What follows belongs to an exercise in optimizing a design on an open flow for small area, a short achievable clock period and few clock cycles; a production flow would make more cautious choices.
RTL that was checked went through simulation tests only; none was proved equivalent to the original.
Power and IR drop assume default switching activity.

==> module axiToAhbBridge, before the edit <==
module axiToAhbBridge (
    input  wire         ACLK,
    input  wire         rst,
    input  wire         awValid,
    output logic        awReady,
    input  wire  [3:0]  awId,
    input  wire  [31:0] awAddr,
    input  wire  [3:0]  awLen,
    input  wire  [2:0]  awSize,
    input  wire         wValid,
    output logic        wReady,
    input  wire  [31:0] wData,
    input  wire         wLast,
    output logic        bValid,
    input  wire         bReady,
    output logic [3:0]  bId,
    output logic [1:0]  bResp,
    input  wire         arValid,
    output logic        arReady,
    input  wire  [3:0]  arId,
    input  wire  [31:0] arAddr,
    input  wire  [3:0]  arLen,
    input  wire  [2:0]  arSize,
    output logic        rValid,
    input  wire         rReady,
    output logic [3:0]  rId,
    output logic [31:0] rData,
    output logic [1:0]  rResp,
    output logic        rLast,
    output logic [31:0] hAddr,
    output logic        hWrite,
    output logic [2:0]  hSize,
    output logic [1:0]  hTrans,
    output logic [31:0] hWData,
    input  wire  [31:0] hRData,
    input  wire         hReady,
    input  wire         hResp
);
    logic [31:0] addr;       
    logic [3:0]  cnt;        
    logic [1:0]  size;
    logic [3:0]  id;
    logic        wr;         
    logic        err;        
    logic [31:0] data;       
    logic        idle;       
    logic        ap;         
    logic        dp;         
    logic        rp;         
    logic        wA;         
    logic        rA;         
    logic        rDp;        
    logic        rRp;        
    logic        wDpL;       
    logic        wRp;        
    logic        ldW;
    logic        ldR;
    logic [31:0] cAddr;
    logic [1:0]  cSize;
    logic [3:0]  cCnt;
    logic        issue;
    logic        accept;
    logic        dpDone;
    logic        respValid;
    logic        respReady;
    logic        apN;
    logic        dpN;
    logic        rpN;
    logic        wrN;
    assign wA   = ap && wr;
    assign rA   = ap && !wr;
    assign rDp  = dp && !wr;
    assign rRp  = rp && !wr;
    assign wDpL = dp && wr && !ap;
    assign wRp  = rp && wr;
    assign arReady = idle;
    assign awReady = idle && !arValid;
    assign ldR     = arValid && idle;
    assign ldW     = awValid && awReady;
    assign cAddr = idle ? arAddr : addr;
    assign cSize = idle ? arSize[1:0] : size;
    assign cCnt  = idle ? arLen : cnt;
    assign issue  = (wA && wValid) || (rA && hReady && rReady) || ldR;
    assign accept = issue && hReady;
    assign dpDone = dp && hReady;
    assign hTrans = {issue, 1'b0};
    assign hAddr  = cAddr;
    assign hWrite = !idle && wr;
    assign hSize  = {1'b0, cSize};
    assign hWData = data;
    assign wReady = wA && hReady;
    assign bValid = wRp || (wDpL && hReady);
    assign bId    = id;
    assign bResp  = {err || (dp && hResp), 1'b0};
    assign rValid = rRp || (rDp && hReady);
    assign rId    = id;
    assign rData  = (rp || wr) ? data : hRData;
    assign rResp  = {rp ? err : hResp, 1'b0};
    assign rLast  = !ap;
    logic [11:0] incAddr;
    logic [3:0]  decCnt;
    assign incAddr = cAddr[11:0] + (12'd1 << cSize);
    assign decCnt  = cCnt - 4'd1;
    assign respValid = bValid || rValid;
    assign respReady = wr ? bReady : rReady;
    assign wrN = idle ? ldW : wr;
    assign apN = ldW || ((ap || ldR) && !(accept && (cCnt == 4'd0)));
    assign dpN = accept || (dp && !hReady);
    assign rpN = respValid && !respReady;
    always_ff @(posedge ACLK)
    begin
        if (rst)
        begin
            idle <= 1'b1;
            ap   <= 1'b0;
            dp   <= 1'b0;
            rp   <= 1'b0;
        end
        else
        begin
            idle <= !(apN || dpN || rpN);
            ap   <= apN;
            dp   <= dpN;
            rp   <= rpN;
        end
    end
    always_ff @(posedge ACLK)
    begin
        data <= wReady ? wData : rData;
    end
    always_ff @(posedge ACLK)
    begin
        if (ldW)
        begin
            addr <= awAddr;
            cnt  <= awLen;
            size <= awSize[1:0];
        end
        else
        begin
            addr[31:12] <= cAddr[31:12];
            addr[11:0]  <= accept ? incAddr : cAddr[11:0];
            cnt         <= accept ? decCnt : cCnt;
            size        <= cSize;
        end
        wr <= wrN;
        if (idle)
            id <= ldW ? awId : arId;
        err <= !idle && (wr ? bResp[1] : rResp[1]);
    end
endmodule
Settings: LEC_CHECK=0, CAP_MARGIN=20, CORE_MARGIN=2, CORE_UTILIZATION=55, PLACE_DENSITY=0.7, SETUP_SLACK_MARGIN=2.7, SLEW_MARGIN=20; clock period 5.5 ns.
standard.sh (not shown) runs the stock make flow with config.mk's settings and CLKGATE_MAP_FILE= SYNTH_SCRIPT=/design/flow/synth_recipe.tcl, a recipe that flattens the netlist after the stock synthesis.
==> flow/flow/run.sh <==
#!/bin/bash
set -euo pipefail
export BUFFER_PORTS_ARGS="-buffer_cell sky130_fd_sc_hd__buf_1"
export CTS_ARGS="-sink_clustering_enable -repair_clock_nets -dont_use_dummy_load -buf_list sky130_fd_sc_hd__clkbuf_8 -root_buf sky130_fd_sc_hd__clkbuf_8"
if ! bash standard.sh finish > make_finish.log 2>&1; then
  tail -50 make_finish.log
  exit 1
fi
Testbench counts at the start, summed over its fixed seeds: cycles 19,428.
==> next run, changes <==
--- a/flow/design.v
+++ b/flow/design.v
@@ -103,18 +103,12 @@
     logic        respValid;
     logic        respReady;
     logic        apN;
     logic        dpN;
     logic        rpN;
     logic        wrN;
-    assign wA   = ap && wr;
-    assign rA   = ap && !wr;
-    assign rDp  = dp && !wr;
-    assign rRp  = rp && !wr;
-    assign wDpL = dp && wr && !ap;
-    assign wRp  = rp && wr;
     assign arReady = idle;
     assign awReady = idle && !arValid;
     assign ldR     = arValid && idle;
     assign ldW     = awValid && awReady;
     assign cAddr = idle ? arAddr : addr;
     assign cSize = idle ? arSize[1:0] : size;
@@ -130,13 +124,13 @@
     assign wReady = wA && hReady;
     assign bValid = wRp || (wDpL && hReady);
     assign bId    = id;
     assign bResp  = {err || (dp && hResp), 1'b0};
     assign rValid = rRp || (rDp && hReady);
     assign rId    = id;
-    assign rData  = (rp || wr) ? data : hRData;
+    assign rData  = rp ? data : hRData;
     assign rResp  = {rp ? err : hResp, 1'b0};
     assign rLast  = !ap;
     logic [11:0] incAddr;
     logic [3:0]  decCnt;
     assign incAddr = cAddr[11:0] + (12'd1 << cSize);
     assign decCnt  = cCnt - 4'd1;
@@ -151,24 +145,42 @@
         if (rst)
         begin
             idle <= 1'b1;
             ap   <= 1'b0;
             dp   <= 1'b0;
             rp   <= 1'b0;
+            wA   <= 1'b0;
+            rA   <= 1'b0;
+            rDp  <= 1'b0;
+            rRp  <= 1'b0;
+            wDpL <= 1'b0;
+            wRp  <= 1'b0;
         end
         else
         begin
             idle <= !(apN || dpN || rpN);
             ap   <= apN;
             dp   <= dpN;
             rp   <= rpN;
+            wA   <= apN && wrN;
+            rA   <= apN && !wrN;
+            rDp  <= dpN && !wrN;
+            rRp  <= rpN && !wrN;
+            wDpL <= dpN && wrN && !(apN);
+            wRp  <= rpN && wrN;
         end
     end
+    logic ldDW;
+    logic ldDR;
+    logic ldDH;
+    assign ldDW = wr && accept;
+    assign ldDR = !wr && dpDone;
+    assign ldDH = !(ldDW || ldDR);
     always_ff @(posedge ACLK)
     begin
-        data <= wReady ? wData : rData;
+        data <= ({32{ldDW}} & wData) | ({32{ldDR}} & hRData) | ({32{ldDH}} & data);
     end
     always_ff @(posedge ACLK)
     begin
         if (ldW)
         begin
             addr <= awAddr;
@@ -181,11 +193,17 @@
             addr[11:0]  <= accept ? incAddr : cAddr[11:0];
             cnt         <= accept ? decCnt : cCnt;
             size        <= cSize;
         end
         wr <= wrN;
         if (idle)
-            id <= ldW ? awId : arId;
-        err <= !idle && (wr ? bResp[1] : rResp[1]);
+        begin
+            id  <= ldW ? awId : arId;
+            err <= 1'b0;
+        end
+        else if (wr)
+            err <= err || (dp && hResp);
+        else if (dpDone)
+            err <= hResp;
     end
 endmodule
 `default_nettype wire
After rerunning: Cell area is higher by 7.8%. Global-route usage drops by 1.2 points. Setup slack got worse by 0.076 ns. Via count grows by 13%. First-iteration DRC count increases by about 26%. Utilization shrinks by 0.31 points. Fmax is lower by 2.6%. Register-to-register slack got worse by 0.03 ns.
Testbench counts after the change, summed over its fixed seeds: cycles 19,428.

---

The RTL this note starts from:
==> flow/design.v <==
`default_nettype none
package axiAhbPkg;
    localparam int AddrWidth    = 32;
    localparam int DataWidth    = 32;
    localparam int IdWidth      = 4;
    localparam int MaxBeats     = 16;
    localparam int BeatIdxWidth = 4;
    typedef enum logic [1:0]
    {
        OKAY   = 2'd0,
        SLVERR = 2'd2
    } axiResp_e;
    typedef enum logic [1:0]
    {
        IDLE   = 2'd0,
        NONSEQ = 2'd2
    } ahbTrans_e;
    typedef enum logic [2:0]
    {
        BYTE = 3'd0,
        HALF = 3'd1,
        WORD = 3'd2
    } axiSize_e;
    typedef struct packed
    {
        logic [IdWidth-1:0]      id;
        logic [AddrWidth-1:0]    addr;
        logic [BeatIdxWidth-1:0] len;
        axiSize_e                size;
    } burstReq_t;
    typedef struct packed
    {
        logic [DataWidth-1:0] data;
        logic                 err;
    } readBeat_t;
endpackage
`default_nettype wire
`timescale 1ns/1ps
`default_nettype none
module axiToAhbBridge (
    input  wire         ACLK,
    input  wire         rst,
    input  wire         awValid,
    output logic        awReady,
    input  wire  [3:0]  awId,
    input  wire  [31:0] awAddr,
    input  wire  [3:0]  awLen,
    input  wire  [2:0]  awSize,
    input  wire         wValid,
    output logic        wReady,
    input  wire  [31:0] wData,
    input  wire         wLast,
    output logic        bValid,
    input  wire         bReady,
    output logic [3:0]  bId,
    output logic [1:0]  bResp,
    input  wire         arValid,
    output logic        arReady,
    input  wire  [3:0]  arId,
    input  wire  [31:0] arAddr,
    input  wire  [3:0]  arLen,
    input  wire  [2:0]  arSize,
    output logic        rValid,
    input  wire         rReady,
    output logic [3:0]  rId,
    output logic [31:0] rData,
    output logic [1:0]  rResp,
    output logic        rLast,
    output logic [31:0] hAddr,
    output logic        hWrite,
    output logic [2:0]  hSize,
    output logic [1:0]  hTrans,
    output logic [31:0] hWData,
    input  wire  [31:0] hRData,
    input  wire         hReady,
    input  wire         hResp
);
    logic [31:0] addr;       
    logic [3:0]  cnt;        
    logic [1:0]  size;
    logic [3:0]  id;
    logic        wr;         
    logic        err;        
    logic [31:0] data;       
    logic        idle;       
    logic        ap;         
    logic        dp;         
    logic        rp;         
    logic        wA;         
    logic        rA;         
    logic        rDp;        
    logic        rRp;        
    logic        wDpL;       
    logic        wRp;        
    logic        ldW;
    logic        ldR;
    logic [31:0] cAddr;
    logic [1:0]  cSize;
    logic [3:0]  cCnt;
    logic        issue;
    logic        accept;
    logic        dpDone;
    logic        respValid;
    logic        respReady;
    logic        apN;
    logic        dpN;
    logic        rpN;
    logic        wrN;
    assign arReady = idle;
    assign awReady = idle && !arValid;
    assign ldR     = arValid && idle;
    assign ldW     = awValid && awReady;
    assign cAddr = idle ? arAddr : addr;
    assign cSize = idle ? arSize[1:0] : size;
    assign cCnt  = idle ? arLen : cnt;
    assign issue  = (wA && wValid) || (rA && hReady && rReady) || ldR;
    assign accept = issue && hReady;
    assign dpDone = dp && hReady;
    assign hTrans = {issue, 1'b0};
    assign hAddr  = cAddr;
    assign hWrite = !idle && wr;
    assign hSize  = {1'b0, cSize};
    assign hWData = data;
    assign wReady = wA && hReady;
    assign bValid = wRp || (wDpL && hReady);
    assign bId    = id;
    assign bResp  = {err || (dp && hResp), 1'b0};
    assign rValid = rRp || (rDp && hReady);
    assign rId    = id;
    assign rData  = rp ? data : hRData;
    assign rResp  = {rp ? err : hResp, 1'b0};
    assign rLast  = !ap;
    logic [11:0] incAddr;
    logic [3:0]  decCnt;
    assign incAddr = cAddr[11:0] + (12'd1 << cSize);
    assign decCnt  = cCnt - 4'd1;
    assign respValid = bValid || rValid;
    assign respReady = wr ? bReady : rReady;
    assign wrN = idle ? ldW : wr;
    assign apN = ldW || ((ap || ldR) && !(accept && (cCnt == 4'd0)));
    assign dpN = accept || (dp && !hReady);
    assign rpN = respValid && !respReady;
    always_ff @(posedge ACLK)
    begin
        if (rst)
        begin
            idle <= 1'b1;
            ap   <= 1'b0;
            dp   <= 1'b0;
            rp   <= 1'b0;
            wA   <= 1'b0;
            rA   <= 1'b0;
            rDp  <= 1'b0;
            rRp  <= 1'b0;
            wDpL <= 1'b0;
            wRp  <= 1'b0;
        end
        else
        begin
            idle <= !(apN || dpN || rpN);
            ap   <= apN;
            dp   <= dpN;
            rp   <= rpN;
            wA   <= apN && wrN;
            rA   <= apN && !wrN;
            rDp  <= dpN && !wrN;
            rRp  <= rpN && !wrN;
            wDpL <= dpN && wrN && !(apN);
            wRp  <= rpN && wrN;
        end
    end
    logic ldDW;
    logic ldDR;
    logic ldDH;
    assign ldDW = wr && accept;
    assign ldDR = !wr && dpDone;
    assign ldDH = !(ldDW || ldDR);
    always_ff @(posedge ACLK)
    begin
        data <= ({32{ldDW}} & wData) | ({32{ldDR}} & hRData) | ({32{ldDH}} & data);
    end
    always_ff @(posedge ACLK)
    begin
        if (ldW)
        begin
            addr <= awAddr;
            cnt  <= awLen;
            size <= awSize[1:0];
        end
        else
        begin
            addr[31:12] <= cAddr[31:12];
            addr[11:0]  <= accept ? incAddr : cAddr[11:0];
            cnt         <= accept ? decCnt : cCnt;
            size        <= cSize;
        end
        wr <= wrN;
        if (idle)
        begin
            id  <= ldW ? awId : arId;
            err <= 1'b0;
        end
        else if (wr)
            err <= err || (dp && hResp);
        else if (dpDone)
            err <= hResp;
    end
endmodule
`default_nettype wire
export LEC_CHECK = 0
export CAP_MARGIN = 20
export CORE_MARGIN = 2
export CORE_UTILIZATION = 55
export PLACE_DENSITY = 0.7
export SETUP_SLACK_MARGIN = 2.65
export SLEW_MARGIN = 20
create_clock -name core_clock -period 5.5 [get_ports {ACLK}]
Scripts as last shown in full above: flow/flow/run.sh
Testbench counts at the start, summed over its fixed seeds: cycles 19,428.
Rerun with:
--- a/flow/design.v
+++ b/flow/design.v
@@ -103,12 +103,18 @@
     logic        respValid;
     logic        respReady;
     logic        apN;
     logic        dpN;
     logic        rpN;
     logic        wrN;
+    assign wA   = ap && wr;
+    assign rA   = ap && !wr;
+    assign rDp  = dp && !wr;
+    assign rRp  = rp && !wr;
+    assign wDpL = dp && wr && !ap;
+    assign wRp  = rp && wr;
     assign arReady = idle;
     assign awReady = idle && !arValid;
     assign ldR     = arValid && idle;
     assign ldW     = awValid && awReady;
     assign cAddr = idle ? arAddr : addr;
     assign cSize = idle ? arSize[1:0] : size;
@@ -145,31 +151,19 @@
         if (rst)
         begin
             idle <= 1'b1;
             ap   <= 1'b0;
             dp   <= 1'b0;
             rp   <= 1'b0;
-            wA   <= 1'b0;
-            rA   <= 1'b0;
-            rDp  <= 1'b0;
-            rRp  <= 1'b0;
-            wDpL <= 1'b0;
-            wRp  <= 1'b0;
         end
         else
         begin
             idle <= !(apN || dpN || rpN);
             ap   <= apN;
             dp   <= dpN;
             rp   <= rpN;
-            wA   <= apN && wrN;
-            rA   <= apN && !wrN;
-            rDp  <= dpN && !wrN;
-            rRp  <= rpN && !wrN;
-            wDpL <= dpN && wrN && !(apN);
-            wRp  <= rpN && wrN;
         end
     end
     logic ldDW;
     logic ldDR;
     logic ldDH;
     assign ldDW = wr && accept;
The new run completed with no timing, DRC or antenna violations.
Total power barely changes.
Fmax is about the same.
Design area is lower by a few percent.
Sequential cell count is lower by 6.
Die area is lower by a few percent.
Sequential share of layout area is lower by 0.63 points.
No functional check of the RTL was part of the second run of this note.

---

// axiToAhbBridge: RTL as listed in full above, without the edits since
clock: 5.5 ns
lec_check: 0
cap_margin: 20
core_margin: 2
core_utilization: 40
setup_slack_margin: 2.6
slew_margin: 20
Scripts as last shown in full above: flow/flow/run.sh
Testbench counts at the start, summed over its fixed seeds: cycles 19,428.
Next try:
--- a/flow/design.v
+++ b/flow/design.v
@@ -130,10 +130,6 @@
     assign rData  = rp ? data : hRData;
     assign rResp  = {rp ? err : hResp, 1'b0};
     assign rLast  = !ap;
-    logic [11:0] incAddr;
-    logic [3:0]  decCnt;
-    assign incAddr = cAddr[11:0] + (12'd1 << cSize);
-    assign decCnt  = cCnt - 4'd1;
     assign respValid = bValid || rValid;
     assign respReady = wr ? bReady : rReady;
     assign wrN = idle ? ldW : wr;
@@ -190,8 +186,8 @@
         else
         begin
             addr[31:12] <= cAddr[31:12];
-            addr[11:0]  <= accept ? incAddr : cAddr[11:0];
-            cnt         <= accept ? decCnt : cCnt;
+            addr[11:0]  <= cAddr[11:0] + (accept ? (12'd1 << cSize) : 12'd0);
+            cnt         <= cCnt - {3'd0, accept};
             size        <= cSize;
         end
         wr <= wrN;
Outcome:
- sequential cell count stays the same
- cell area rose by 0.93%
- die area goes down by 2.2%
- maximum frequency fell by 1.1%
- utilization is higher by 0.97 points
- global-route usage increases by 1.2 points
- total power falls by 3.0%
- count of clock-buffer cells in the layout does not change
- setup slack is worse by 31 ps
- register-to-register slack gets better by 40 ps
- worst hold slack hardly moves
- routed wire length went up by 0.56%
- non-clock buffer count increases by 11
- sequential power went down by 2.4%
Only the layout flow was run in the second run of this note; the RTL was not checked for function there.

[what the ideal ports hide]
Ports are ideal in the flow. The routed layouts listed here were re-timed in OpenROAD. Step 1 assumes that a clkbuf_16 drives the clock port and a buf_2 every other input. Step 2 times the ports against the registers' clock, not the clock port: input delays grow and output delays shrink by t, the midpoint of the rising clock arrivals with the driver on. Three values: ideal ports, drivers, drivers and shift; two values: the first two.
run | t (ns) | setup slack, ns | clock arrival spread, ns | worst register clock-pin slew, ns | cell pins on the clock port's net
the first run of note 1 | 0.367 | 2.712 / 2.683 / 2.435 | 0.034 / 0.034 | 0.09 / 0.09 | 1
the second run of note 1 | 0.364 | 2.636 / 2.615 / 2.265 | 0.031 / 0.031 | 0.09 / 0.09 | 1
the first run of note 2 | 0.371 | 2.685 / 2.654 / 2.324 | 0.019 / 0.019 | 0.08 / 0.08 | 1
the second run of note 2 | 0.362 | 2.685 / 2.646 / 2.408 | 0.023 / 0.023 | 0.08 / 0.08 | 1
the first run of note 3 | 0.384 | 2.648 / 2.628 / 2.286 | 0.012 / 0.012 | 0.08 / 0.08 | 1
the second run of note 3 | 0.382 | 2.617 / 2.586 / 2.241 | 0.019 / 0.018 | 0.08 / 0.08 | 1
After both steps setup and hold are still met in every run listed. For the second run of note 3, which loses most, drivers alone change the setup slack by -0.031 ns; drivers and shift together by -0.376 ns.
